From an optimization exercise on the open Yosys and OpenROAD flow, aimed at small area, a short achievable clock period and few clock cycles per item; shortcuts taken in it are not production practice.
At most, simulation tests tie the RTL to the original design; equivalence was not proved.

==> wip/pepper <==
==> flow/design.v <==
package aob_pkg;
  localparam int CHAN_W = 8;               
  localparam int NUM_CHAN = 3;             
  localparam int PIX_W = 32;               
  localparam int NUM_W = 2 * CHAN_W;       
  localparam int QUO_BITS = CHAN_W;        
  localparam int PRE_STAGES = 4;           
  localparam int NUM_STAGES = PRE_STAGES + QUO_BITS;
  localparam logic [CHAN_W-1:0] ALPHA_OPAQUE = 8'hFF;
  localparam logic [CHAN_W-1:0] ALPHA_CLEAR = 8'h00;
  typedef logic [CHAN_W-1:0] chan_t;
  typedef logic [NUM_W-1:0] num_t;
  typedef logic [PIX_W-1:0] pix_t;
  typedef logic [NUM_CHAN-1:0][NUM_W-1:0] num_vec_t;
  typedef logic [NUM_CHAN-1:0][CHAN_W-1:0] quo_vec_t;
endpackage
module argb_over_blend_unit (
  input  logic                clk,
  input  logic                rst_n,
  input  logic                in_valid,
  output logic                in_stall,
  input  aob_pkg::pix_t       in_fg_argb,
  input  aob_pkg::pix_t       in_bg_argb,
  output logic                out_valid,
  input  logic                out_stall,
  output aob_pkg::pix_t       out_argb
);
  localparam int NV = 7;   
  logic          en;       
  logic          ov;       
  logic [NV-1:0] v;
  assign en       = !(ov && out_stall);
  assign in_stall = !en;
  function automatic logic [9:0] pp4(input logic [1:0] m, input logic [7:0] y, input logic [9:0] y3);
    case (m)
      2'd0: pp4 = 10'd0;
      2'd1: pp4 = {2'd0, y};
      2'd2: pp4 = {1'b0, y, 1'b0};
      default: pp4 = y3;
    endcase
  endfunction
  function automatic logic [31:0] csa(input logic [15:0] p, input logic [15:0] q, input logic [15:0] r);
    logic [15:0] sm, cy;
    sm = p ^ q ^ r;
    cy = (p & q) | (p & r) | (q & r);
    csa = {cy[14:0], 1'b0, sm};
  endfunction
  function automatic logic [15:0] div1(input logic [15:0] n, input logic [7:0] d);
    logic [8:0] w, df;
    w  = {n[15:8], n[7]};
    df = w - {1'b0, d};
    if (!df[8]) div1 = {df[7:0], n[6:0], 1'b1};
    else        div1 = {w[7:0],  n[6:0], 1'b0};
  endfunction
  function automatic logic [15:0] div2(input logic [15:0] n, input logic [7:0] d, input logic [9:0] d3);
    logic [9:0]  w;
    logic [10:0] t1, t2, t3;
    w  = {n[15:8], n[7:6]};
    t1 = {1'b0, w} - {3'd0, d};
    t2 = {1'b0, w} - {2'd0, d, 1'b0};
    t3 = {1'b0, w} - {1'b0, d3};
    if (!t3[10])      div2 = {t3[7:0], n[5:0], 2'd3};
    else if (!t2[10]) div2 = {t2[7:0], n[5:0], 2'd2};
    else if (!t1[10]) div2 = {t1[7:0], n[5:0], 2'd1};
    else              div2 = {w[7:0],  n[5:0], 2'd0};
  endfunction
  logic [7:0]  r0_a;
  logic [9:0]  r0_a3;
  logic [31:0] r0_xr;
  logic [23:0] r0_dd, r0_b;
  logic [2:0]  r0_neg;
  logic        r0_z;
  logic [15:0] r1_x;
  logic [7:0]  r1_a;
  logic [47:0] r1_ps, r1_pc;
  logic [23:0] r1_b;
  logic [2:0]  r1_neg;
  logic        r1_z;
  logic [47:0] r2_n, r3_n, r4_n, r5_n, r6_n;
  logic [7:0]  r2_d, r3_d, r4_d, r5_d, r6_d;
  logic [9:0]  r3_d3, r4_d3, r5_d3;
  logic [23:0] r2_b, r3_b, r4_b, r5_b, r6_b;
  logic [2:0]  r2_neg, r3_neg, r4_neg, r5_neg, r6_neg;
  logic        r2_z, r3_z, r4_z, r5_z, r6_z;
  logic [31:0] out_r, res;
  logic [7:0]  in_a, in_ba;
  logic [23:0] dd_nxt;
  logic [2:0]  neg_nxt;
  assign in_a  = in_fg_argb[31:24];
  assign in_ba = in_bg_argb[31:24];
  for (genvar c = 0; c < 3; c++) begin : g_d
    logic [7:0] f, b;
    logic [8:0] fb, bf;
    assign f  = in_fg_argb[c*8 +: 8];
    assign b  = in_bg_argb[c*8 +: 8];
    assign fb = {1'b0, f} - {1'b0, b};
    assign bf = {1'b0, b} - {1'b0, f};
    assign neg_nxt[c]      = fb[8];
    assign dd_nxt[c*8 +: 8] = fb[8] ? bf[7:0] : fb[7:0];
  end
  logic [10:0] m1, m2, m3, m4, m5, m6, m7;
  logic [7:0]  in_na;
  logic [31:0] xr_nxt;
  assign m1 = {3'd0, in_ba};
  assign m2 = {2'd0, in_ba, 1'b0};
  assign m4 = {1'b0, in_ba, 2'b0};
  assign m3 = m1 + m2;
  assign m5 = m1 + m4;
  assign m6 = {m3[9:0], 1'b0};
  assign m7 = {in_ba, 3'b0} - m1;
  assign in_na = ~in_a;
  function automatic logic [10:0] pp8(input logic [2:0] m, input logic [10:0] y1, input logic [10:0] y2,
                                      input logic [10:0] y3, input logic [10:0] y4, input logic [10:0] y5,
                                      input logic [10:0] y6, input logic [10:0] y7);
    case (m)
      3'd0: pp8 = 11'd0;
      3'd1: pp8 = y1;
      3'd2: pp8 = y2;
      3'd3: pp8 = y3;
      3'd4: pp8 = y4;
      3'd5: pp8 = y5;
      3'd6: pp8 = y6;
      default: pp8 = y7;
    endcase
  endfunction
  assign xr_nxt[0 +: 11]  = pp8(in_na[2:0], m1, m2, m3, m4, m5, m6, m7);
  assign xr_nxt[11 +: 11] = pp8(in_na[5:3], m1, m2, m3, m4, m5, m6, m7);
  assign xr_nxt[22 +: 10] = pp4(in_na[7:6], in_ba, m3[9:0]);
  logic [15:0] x_nxt;
  logic [47:0] ps_nxt, pc_nxt;
  assign x_nxt = {5'd0, r0_xr[0 +: 11]} + {2'd0, r0_xr[11 +: 11], 3'd0} + {r0_xr[22 +: 10], 6'd0};
  for (genvar c = 0; c < 3; c++) begin : g_p
    logic [15:0] q0, q1, q2, q3;
    logic [31:0] l1, l2;
    assign q0 = {6'd0, pp4(r0_dd[c*8 + 0 +: 2], r0_a, r0_a3)};
    assign q1 = {4'd0, pp4(r0_dd[c*8 + 2 +: 2], r0_a, r0_a3), 2'd0};
    assign q2 = {2'd0, pp4(r0_dd[c*8 + 4 +: 2], r0_a, r0_a3), 4'd0};
    assign q3 = {pp4(r0_dd[c*8 + 6 +: 2], r0_a, r0_a3), 6'd0};
    assign l1 = csa(q0, q1, q2);
    assign l2 = csa(l1[15:0], l1[31:16], q3);
    assign ps_nxt[c*16 +: 16] = l2[15:0];
    assign pc_nxt[c*16 +: 16] = l2[31:16];
  end
  logic [47:0] p_nxt;
  for (genvar c = 0; c < 3; c++) begin : g_pa
    assign p_nxt[c*16 +: 16] = r1_ps[c*16 +: 16] + r1_pc[c*16 +: 16];
  end
  logic [23:0] y_nxt;
  logic [7:0]  d_nxt;
  assign y_nxt = {r1_a, 16'd0} + {8'd0, r1_x} + {r1_x, 8'd0} + 24'd256;
  assign d_nxt = y_nxt[23:16] | {7'd0, r1_z};
  logic [47:0] n3_nxt, n4_nxt, n5_nxt, n6_nxt;
  for (genvar c = 0; c < 3; c++) begin : g_dv
    assign n3_nxt[c*16 +: 16] = div1(r2_n[c*16 +: 16], r2_d);
    assign n4_nxt[c*16 +: 16] = div2(r3_n[c*16 +: 16], r3_d, r3_d3);
    assign n5_nxt[c*16 +: 16] = div2(r4_n[c*16 +: 16], r4_d, r4_d3);
    assign n6_nxt[c*16 +: 16] = div2(r5_n[c*16 +: 16], r5_d, r5_d3);
  end
  for (genvar c = 0; c < 3; c++) begin : g_out
    logic [15:0] n;
    logic [8:0]  w, df;
    logic [7:0]  b, q1, q0;
    logic        ng, tk, cin1, cin0;
    logic [7:0]  c1, c0;
    assign n    = r6_n[c*16 +: 16];
    assign b    = r6_b[c*8 +: 8];
    assign ng   = r6_neg[c];
    assign w    = {n[15:8], n[7]};
    assign df   = w - {1'b0, r6_d};
    assign tk   = !df[8];
    assign q1   = {n[6:0], 1'b1} ^ {8{ng}};
    assign q0   = {n[6:0], 1'b0} ^ {8{ng}};
    assign cin1 = ng && (w == {1'b0, r6_d});
    assign cin0 = ng && (w == 9'd0);
    assign c1   = b + q1 + {7'd0, cin1};
    assign c0   = b + q0 + {7'd0, cin0};
    assign res[c*8 +: 8] = tk ? c1 : c0;
  end
  assign res[31:24] = {r6_d[7:1], r6_d[0] & !r6_z};
  always_ff @(posedge clk) begin
    if (!rst_n) begin
      v  <= '0;
      ov <= 1'b0;
    end else if (en) begin
      v  <= {v[NV-2:0], in_valid};
      ov <= v[NV-1];
    end
  end
  always_ff @(posedge clk) begin
    if (en) begin
      r0_a   <= in_a;
      r0_a3  <= {2'd0, in_a} + {1'b0, in_a, 1'b0};
      r0_xr  <= xr_nxt;
      r0_dd  <= dd_nxt;
      r0_neg <= neg_nxt;
      r0_b   <= in_bg_argb[23:0];
      r0_z   <= (in_a == 8'd0) && (in_ba == 8'd0);
      r1_x   <= x_nxt;
      r1_a   <= r0_a;
      r1_ps  <= ps_nxt;
      r1_pc  <= pc_nxt;
      r1_b   <= r0_b;
      r1_neg <= r0_neg;
      r1_z   <= r0_z;
      r2_n <= p_nxt; r2_d <= d_nxt; r2_b <= r1_b; r2_neg <= r1_neg; r2_z <= r1_z;
      r3_n <= n3_nxt; r3_d <= r2_d; r3_b <= r2_b; r3_neg <= r2_neg; r3_z <= r2_z;
      r3_d3 <= {2'd0, r2_d} + {1'b0, r2_d, 1'b0};
      r4_n <= n4_nxt; r4_d <= r3_d; r4_d3 <= r3_d3; r4_b <= r3_b; r4_neg <= r3_neg; r4_z <= r3_z;
      r5_n <= n5_nxt; r5_d <= r4_d; r5_d3 <= r4_d3; r5_b <= r4_b; r5_neg <= r4_neg; r5_z <= r4_z;
      r6_n <= n6_nxt; r6_d <= r5_d; r6_b <= r5_b; r6_neg <= r5_neg; r6_z <= r5_z;
      out_r <= res;
    end
  end
  assign out_valid = ov;
  assign out_argb  = out_r;
endmodule
==> flow/run.sh <==
#!/bin/bash
# synth_recipe.tcl (not shown) runs the flow's synth.tcl, then flattens the netlist and writes it again
# the make line also repeats each setting of config.mk as NAME=value (left out here)
make -C /OpenROAD-flow-scripts/flow DESIGN_CONFIG=/design/flow/config.mk WORK_HOME=/design/flow/orfs CLKGATE_MAP_FILE= SYNTH_SCRIPT=/design/flow/synth_recipe.tcl finish
==> flow/config.mk <==
export PLATFORM = sky130hd
export DESIGN_NAME = argb_over_blend_unit
export DESIGN_NICKNAME = argb_over_blend_unit
export VERILOG_FILES = /design/flow/design.v
export SDC_FILE = /design/flow/constraint.sdc
export NUM_CORES = 4
export LEC_CHECK = 0
export CAP_MARGIN = 20
export CORE_MARGIN = 2
export CORE_UTILIZATION = 60
export CTS_BUF_LIST = sky130_fd_sc_hd__clkbuf_8
export SETUP_SLACK_MARGIN = 2.9
export SLEW_MARGIN = 20
==> flow/constraint.sdc <==
create_clock -name core_clock -period 6.0 [get_ports {clk}]
set_input_delay 1.2000 -clock core_clock [delete_from_list [all_inputs] [get_ports {clk}]]
set_output_delay 1.2000 -clock core_clock [all_outputs]
set_load 0.01 [all_outputs]
==> inputs of wip/harbor, as changes to wip/pepper <==
==> flow/design.v, changed modules only <==
module argb_over_blend_unit (
  input  logic                clk,
  input  logic                rst_n,
  input  logic                in_valid,
  output logic                in_stall,
  input  aob_pkg::pix_t       in_fg_argb,
  input  aob_pkg::pix_t       in_bg_argb,
  output logic                out_valid,
  input  logic                out_stall,
  output aob_pkg::pix_t       out_argb
);
  localparam int NV = 7;   
  logic          sv;       
  logic          sv_o;     
  logic          en;       
  logic          ov;       
  logic [NV-1:0] v;
  logic          load_out;
  logic          arrive;
  assign en       = !sv;
  assign in_stall = sv_o;
  function automatic logic [15:0] mul4(input logic [7:0] m, input logic [7:0] y, input logic [9:0] y3);
    logic [15:0] acc;
    logic [9:0]  row;
    acc = '0;
    for (int k = 0; k < 4; k++) begin
      case (m[2*k +: 2])
        2'd0: row = 10'd0;
        2'd1: row = {2'd0, y};
        2'd2: row = {1'b0, y, 1'b0};
        default: row = y3;
      endcase
      acc = acc + ({6'd0, row} << (2*k));
    end
    mul4 = acc;
  endfunction
  function automatic logic [15:0] div1(input logic [15:0] n, input logic [7:0] d);
    logic [8:0] w, df;
    w  = {n[15:8], n[7]};
    df = w - {1'b0, d};
    if (!df[8]) div1 = {df[7:0], n[6:0], 1'b1};
    else        div1 = {w[7:0],  n[6:0], 1'b0};
  endfunction
  function automatic logic [15:0] div2(input logic [15:0] n, input logic [7:0] d, input logic [9:0] d3);
    logic [9:0]  w;
    logic [10:0] t1, t2, t3;
    w  = {n[15:8], n[7:6]};
    t1 = {1'b0, w} - {3'd0, d};
    t2 = {1'b0, w} - {2'd0, d, 1'b0};
    t3 = {1'b0, w} - {1'b0, d3};
    if (!t3[10])      div2 = {t3[7:0], n[5:0], 2'd3};
    else if (!t2[10]) div2 = {t2[7:0], n[5:0], 2'd2};
    else if (!t1[10]) div2 = {t1[7:0], n[5:0], 2'd1};
    else              div2 = {w[7:0],  n[5:0], 2'd0};
  endfunction
  logic [7:0]  r0_a, r0_ba;
  logic [9:0]  r0_a3, r0_ba3;
  logic [23:0] r0_dd, r0_b;
  logic [2:0]  r0_neg;
  logic        r0_z;
  logic [15:0] r1_x;
  logic [7:0]  r1_a;
  logic [47:0] r1_p;
  logic [23:0] r1_b;
  logic [2:0]  r1_neg;
  logic        r1_z;
  logic [47:0] r2_n, r3_n, r4_n, r5_n, r6_n;
  logic [7:0]  r2_d, r3_d, r4_d, r5_d, r6_d;
  logic [9:0]  r3_d3, r4_d3, r5_d3;
  logic [23:0] r2_b, r3_b, r4_b, r5_b, r6_b;
  logic [2:0]  r2_neg, r3_neg, r4_neg, r5_neg, r6_neg;
  logic        r2_z, r3_z, r4_z, r5_z, r6_z;
  logic [31:0] out_r, skid_r, res;
  logic [7:0]  in_a, in_ba;
  logic [23:0] dd_nxt;
  logic [2:0]  neg_nxt;
  assign in_a  = in_fg_argb[31:24];
  assign in_ba = in_bg_argb[31:24];
  for (genvar c = 0; c < 3; c++) begin : g_d
    logic [7:0] f, b;
    logic [8:0] fb, bf;
    assign f  = in_fg_argb[c*8 +: 8];
    assign b  = in_bg_argb[c*8 +: 8];
    assign fb = {1'b0, f} - {1'b0, b};
    assign bf = {1'b0, b} - {1'b0, f};
    assign neg_nxt[c]      = fb[8];
    assign dd_nxt[c*8 +: 8] = fb[8] ? bf[7:0] : fb[7:0];
  end
  logic [15:0] x_nxt;
  logic [47:0] p_nxt;
  assign x_nxt = mul4(~r0_a, r0_ba, r0_ba3);
  for (genvar c = 0; c < 3; c++) begin : g_p
    assign p_nxt[c*16 +: 16] = mul4(r0_dd[c*8 +: 8], r0_a, r0_a3);
  end
  logic [23:0] y_nxt;
  logic [7:0]  d_nxt;
  assign y_nxt = {r1_a, 16'd0} + {8'd0, r1_x} + {r1_x, 8'd0} + 24'd256;
  assign d_nxt = y_nxt[23:16] | {7'd0, r1_z};
  logic [47:0] n3_nxt, n4_nxt, n5_nxt, n6_nxt;
  for (genvar c = 0; c < 3; c++) begin : g_dv
    assign n3_nxt[c*16 +: 16] = div1(r2_n[c*16 +: 16], r2_d);
    assign n4_nxt[c*16 +: 16] = div2(r3_n[c*16 +: 16], r3_d, r3_d3);
    assign n5_nxt[c*16 +: 16] = div2(r4_n[c*16 +: 16], r4_d, r4_d3);
    assign n6_nxt[c*16 +: 16] = div2(r5_n[c*16 +: 16], r5_d, r5_d3);
  end
  for (genvar c = 0; c < 3; c++) begin : g_out
    logic [15:0] n;
    logic [8:0]  w, df;
    logic [7:0]  b, q1, q0;
    logic        ng, tk, cin1, cin0;
    logic [7:0]  c1, c0;
    assign n    = r6_n[c*16 +: 16];
    assign b    = r6_b[c*8 +: 8];
    assign ng   = r6_neg[c];
    assign w    = {n[15:8], n[7]};
    assign df   = w - {1'b0, r6_d};
    assign tk   = !df[8];
    assign q1   = {n[6:0], 1'b1} ^ {8{ng}};
    assign q0   = {n[6:0], 1'b0} ^ {8{ng}};
    assign cin1 = ng && (w == {1'b0, r6_d});
    assign cin0 = ng && (w == 9'd0);
    assign c1   = b + q1 + {7'd0, cin1};
    assign c0   = b + q0 + {7'd0, cin0};
    assign res[c*8 +: 8] = tk ? c1 : c0;
  end
  assign res[31:24] = {r6_d[7:1], r6_d[0] & !r6_z};
  assign load_out = !ov || !out_stall;
  assign arrive   = v[NV-1] && en;
  always_ff @(posedge clk) begin
    if (!rst_n) begin
      v    <= '0;
      ov   <= 1'b0;
      sv   <= 1'b0;
      sv_o <= 1'b0;
    end else begin
      if (en) v <= {v[NV-2:0], in_valid};
      if (load_out) ov <= sv || arrive;
      sv   <= !load_out && (sv || arrive);
      sv_o <= !load_out && (sv || arrive);
    end
  end
  always_ff @(posedge clk) begin
    if (en) begin
      r0_a   <= in_a;
      r0_ba  <= in_ba;
      r0_a3  <= {2'd0, in_a} + {1'b0, in_a, 1'b0};
      r0_ba3 <= {2'd0, in_ba} + {1'b0, in_ba, 1'b0};
      r0_dd  <= dd_nxt;
      r0_neg <= neg_nxt;
      r0_b   <= in_bg_argb[23:0];
      r0_z   <= (in_a == 8'd0) && (in_ba == 8'd0);
      r1_x   <= x_nxt;
      r1_a   <= r0_a;
      r1_p   <= p_nxt;
      r1_b   <= r0_b;
      r1_neg <= r0_neg;
      r1_z   <= r0_z;
      r2_n <= r1_p;  r2_d <= d_nxt; r2_b <= r1_b; r2_neg <= r1_neg; r2_z <= r1_z;
      r3_n <= n3_nxt; r3_d <= r2_d; r3_b <= r2_b; r3_neg <= r2_neg; r3_z <= r2_z;
      r3_d3 <= {2'd0, r2_d} + {1'b0, r2_d, 1'b0};
      r4_n <= n4_nxt; r4_d <= r3_d; r4_d3 <= r3_d3; r4_b <= r3_b; r4_neg <= r3_neg; r4_z <= r3_z;
      r5_n <= n5_nxt; r5_d <= r4_d; r5_d3 <= r4_d3; r5_b <= r4_b; r5_neg <= r4_neg; r5_z <= r4_z;
      r6_n <= n6_nxt; r6_d <= r5_d; r6_b <= r5_b; r6_neg <= r5_neg; r6_z <= r5_z;
      skid_r <= res;
    end
    if (load_out) out_r <= sv ? skid_r : res;
  end
  assign out_valid = ov;
  assign out_argb  = out_r;
endmodule
--- a/flow/config.mk
+++ b/flow/config.mk
@@ -9,5 +9,4 @@
 export CORE_MARGIN = 2
-export CORE_UTILIZATION = 60
-export CTS_BUF_LIST = sky130_fd_sc_hd__clkbuf_8
-export SETUP_SLACK_MARGIN = 2.9
+export CORE_UTILIZATION = 40
+export SETUP_SLACK_MARGIN = 2.5
 export SLEW_MARGIN = 20
==> inputs of wip/juniper, as changes to wip/pepper <==
--- a/flow/design.v
+++ b/flow/design.v
@@ -28,2 +28,4 @@
   localparam int NV = 7;   
+  logic          sv;       
+  logic          sv_o;     
   logic          en;       
@@ -31,4 +33,6 @@
   logic [NV-1:0] v;
-  assign en       = !(ov && out_stall);
-  assign in_stall = !en;
+  logic          load_out;
+  logic          arrive;
+  assign en       = !sv;
+  assign in_stall = sv_o;
   function automatic logic [9:0] pp4(input logic [1:0] m, input logic [7:0] y, input logic [9:0] y3);
@@ -84,3 +88,3 @@
   logic        r2_z, r3_z, r4_z, r5_z, r6_z;
-  logic [31:0] out_r, res;
+  logic [31:0] out_r, skid_r, res;
   logic [7:0]  in_a, in_ba;
@@ -179,9 +183,15 @@
   assign res[31:24] = {r6_d[7:1], r6_d[0] & !r6_z};
+  assign load_out = !ov || !out_stall;
+  assign arrive   = v[NV-1] && en;
   always_ff @(posedge clk) begin
     if (!rst_n) begin
-      v  <= '0;
-      ov <= 1'b0;
-    end else if (en) begin
-      v  <= {v[NV-2:0], in_valid};
-      ov <= v[NV-1];
+      v    <= '0;
+      ov   <= 1'b0;
+      sv   <= 1'b0;
+      sv_o <= 1'b0;
+    end else begin
+      if (en) v <= {v[NV-2:0], in_valid};
+      if (load_out) ov <= sv || arrive;
+      sv   <= !load_out && (sv || arrive);
+      sv_o <= !load_out && (sv || arrive);
     end
@@ -210,4 +220,5 @@
       r6_n <= n6_nxt; r6_d <= r5_d; r6_b <= r5_b; r6_neg <= r5_neg; r6_z <= r5_z;
-      out_r <= res;
+      skid_r <= res;
     end
+    if (load_out) out_r <= sv ? skid_r : res;
   end
--- a/flow/config.mk
+++ b/flow/config.mk
@@ -11,3 +11,5 @@
 export CTS_BUF_LIST = sky130_fd_sc_hd__clkbuf_8
-export SETUP_SLACK_MARGIN = 2.9
+export CTS_CLUSTER_DIAMETER = 100
+export CTS_CLUSTER_SIZE = 14
+export SETUP_SLACK_MARGIN = 3.0
 export SLEW_MARGIN = 20
==> qor summary <==
Status: wip/juniper finished clean; wip/pepper finished clean; wip/harbor finished clean
Latest clock arrival within the worst-skew pair: wip/juniper 0.72 ns; wip/pepper 0.76 ns; wip/harbor 0.65 ns
Met3 track utilization from global routing: wip/juniper 2.62%; wip/pepper 3.40%; wip/harbor 2.13%
Post-synthesis xor/xnor area fraction: wip/juniper 4.78%; wip/pepper 4.42%; wip/harbor 5.06%
Proportion of layout cells with a drive suffix above 1: wip/juniper 16.0%; wip/pepper 17.2%; wip/harbor 15.2%
Worst Setup Slack, final: wip/juniper 2.93 ns; wip/pepper 2.63 ns; wip/harbor 2.02 ns
Reg2Reg Launch Point: wip/juniper r5_d3[0]; wip/pepper r6_d[7]; wip/harbor r0_a3[0]
Instance area at placement: wip/juniper 48700 um2; wip/pepper 48300 um2; wip/harbor 47500 um2
CP Launch Point: wip/juniper r5_d3[0]; wip/pepper r6_d[7]; wip/harbor r0_a3[0]
Worst reg2reg endpoint: wip/juniper r6_n[44]; wip/pepper out_r[20]; wip/harbor r1_p[31]
Number of rows created at floorplan: wip/juniper 102; wip/pepper 101; wip/harbor 122
Library cell used as clock root buffer: wip/juniper sky130_fd_sc_hd__clkbuf_8; wip/pepper sky130_fd_sc_hd__clkbuf_8; wip/harbor sky130_fd_sc_hd__clkbuf_16
H-tree depth: wip/juniper 2; wip/pepper 3; wip/harbor 3
Post-synthesis cell count: wip/juniper 3918; wip/pepper 3895; wip/harbor 3768
Overall routing resource usage: wip/juniper 27.2%; wip/pepper 29.1%; wip/harbor 17.0%
Top cell type's share of synthesized area: wip/juniper 46.1%; wip/pepper 46.4%; wip/harbor 44.7%
Initial cell density of the core: wip/juniper 60.3%; wip/pepper 60.7%; wip/harbor 40.3%
Detailed Place HPWL: wip/juniper 79400 um; wip/pepper 83700 um; wip/harbor 71700 um
Reg2Reg Setup Slack: wip/juniper 2.93 ns; wip/pepper 2.63 ns; wip/harbor 2.02 ns
Layout inverter count without the clock tree: wip/juniper 312; wip/pepper 330; wip/harbor 326
Worst Path Required: wip/juniper 6.46 ns; wip/pepper 6.50 ns; wip/harbor 6.38 ns
TritonRoute pass-1 iters: wip/juniper 7; wip/pepper 7; wip/harbor 8
Period minus WS final: wip/juniper 3.07 ns; wip/pepper 3.37 ns; wip/harbor 3.98 ns
Register bit total from synthesis: wip/juniper 754; wip/pepper 721; wip/harbor 706
Cell count after placement: wip/juniper 4958; wip/pepper 4939; wip/harbor 5262
Die span in y: wip/juniper 282 um; wip/pepper 281 um; wip/harbor 338 um
Testbench counts of wip/harbor, summed over its fixed seeds: cycles 16,064, items 16,000.
Testbench counts of wip/juniper, summed over its fixed seeds: cycles 16,064, items 16,000.
No functional check of the RTL was part of wip/pepper.

[separate check: timing with driven ports]
The flow's constraints put no driver on any port. The routed layouts listed below were extracted and timed again, unchanged, in two steps.
Step 1, drivers: a clkbuf_16 drives clk and a buf_2 each remaining input, both assumed.
Step 2 moves the port delays by t, midway between the first and last clock arrival at a register: inputs arrive t later, outputs are due t later. That takes back most of the time a late clock gives input paths.
Three values: ideal, step 1, step 2; two values: the first two.
run | t (ns) | setup slack, ns | worst setup path at the end | worst slew at a driven data input, ns | cell pins on the clock port's net
wip/pepper | 0.791 | 2.630 / 2.630 / 2.172 | input to register | 0.05 | 1
wip/harbor | 0.719 | 2.023 / 2.023 / 1.965 | input to register | 0.04 | 1
wip/juniper | 0.770 | 2.934 / 2.934 / 2.219 | input to register | 0.05 | 1
After both steps setup and hold are still met in every run listed. The setup slack of wip/juniper, which loses most, moves by 0.000 ns with the drivers and by -0.715 ns with both steps.
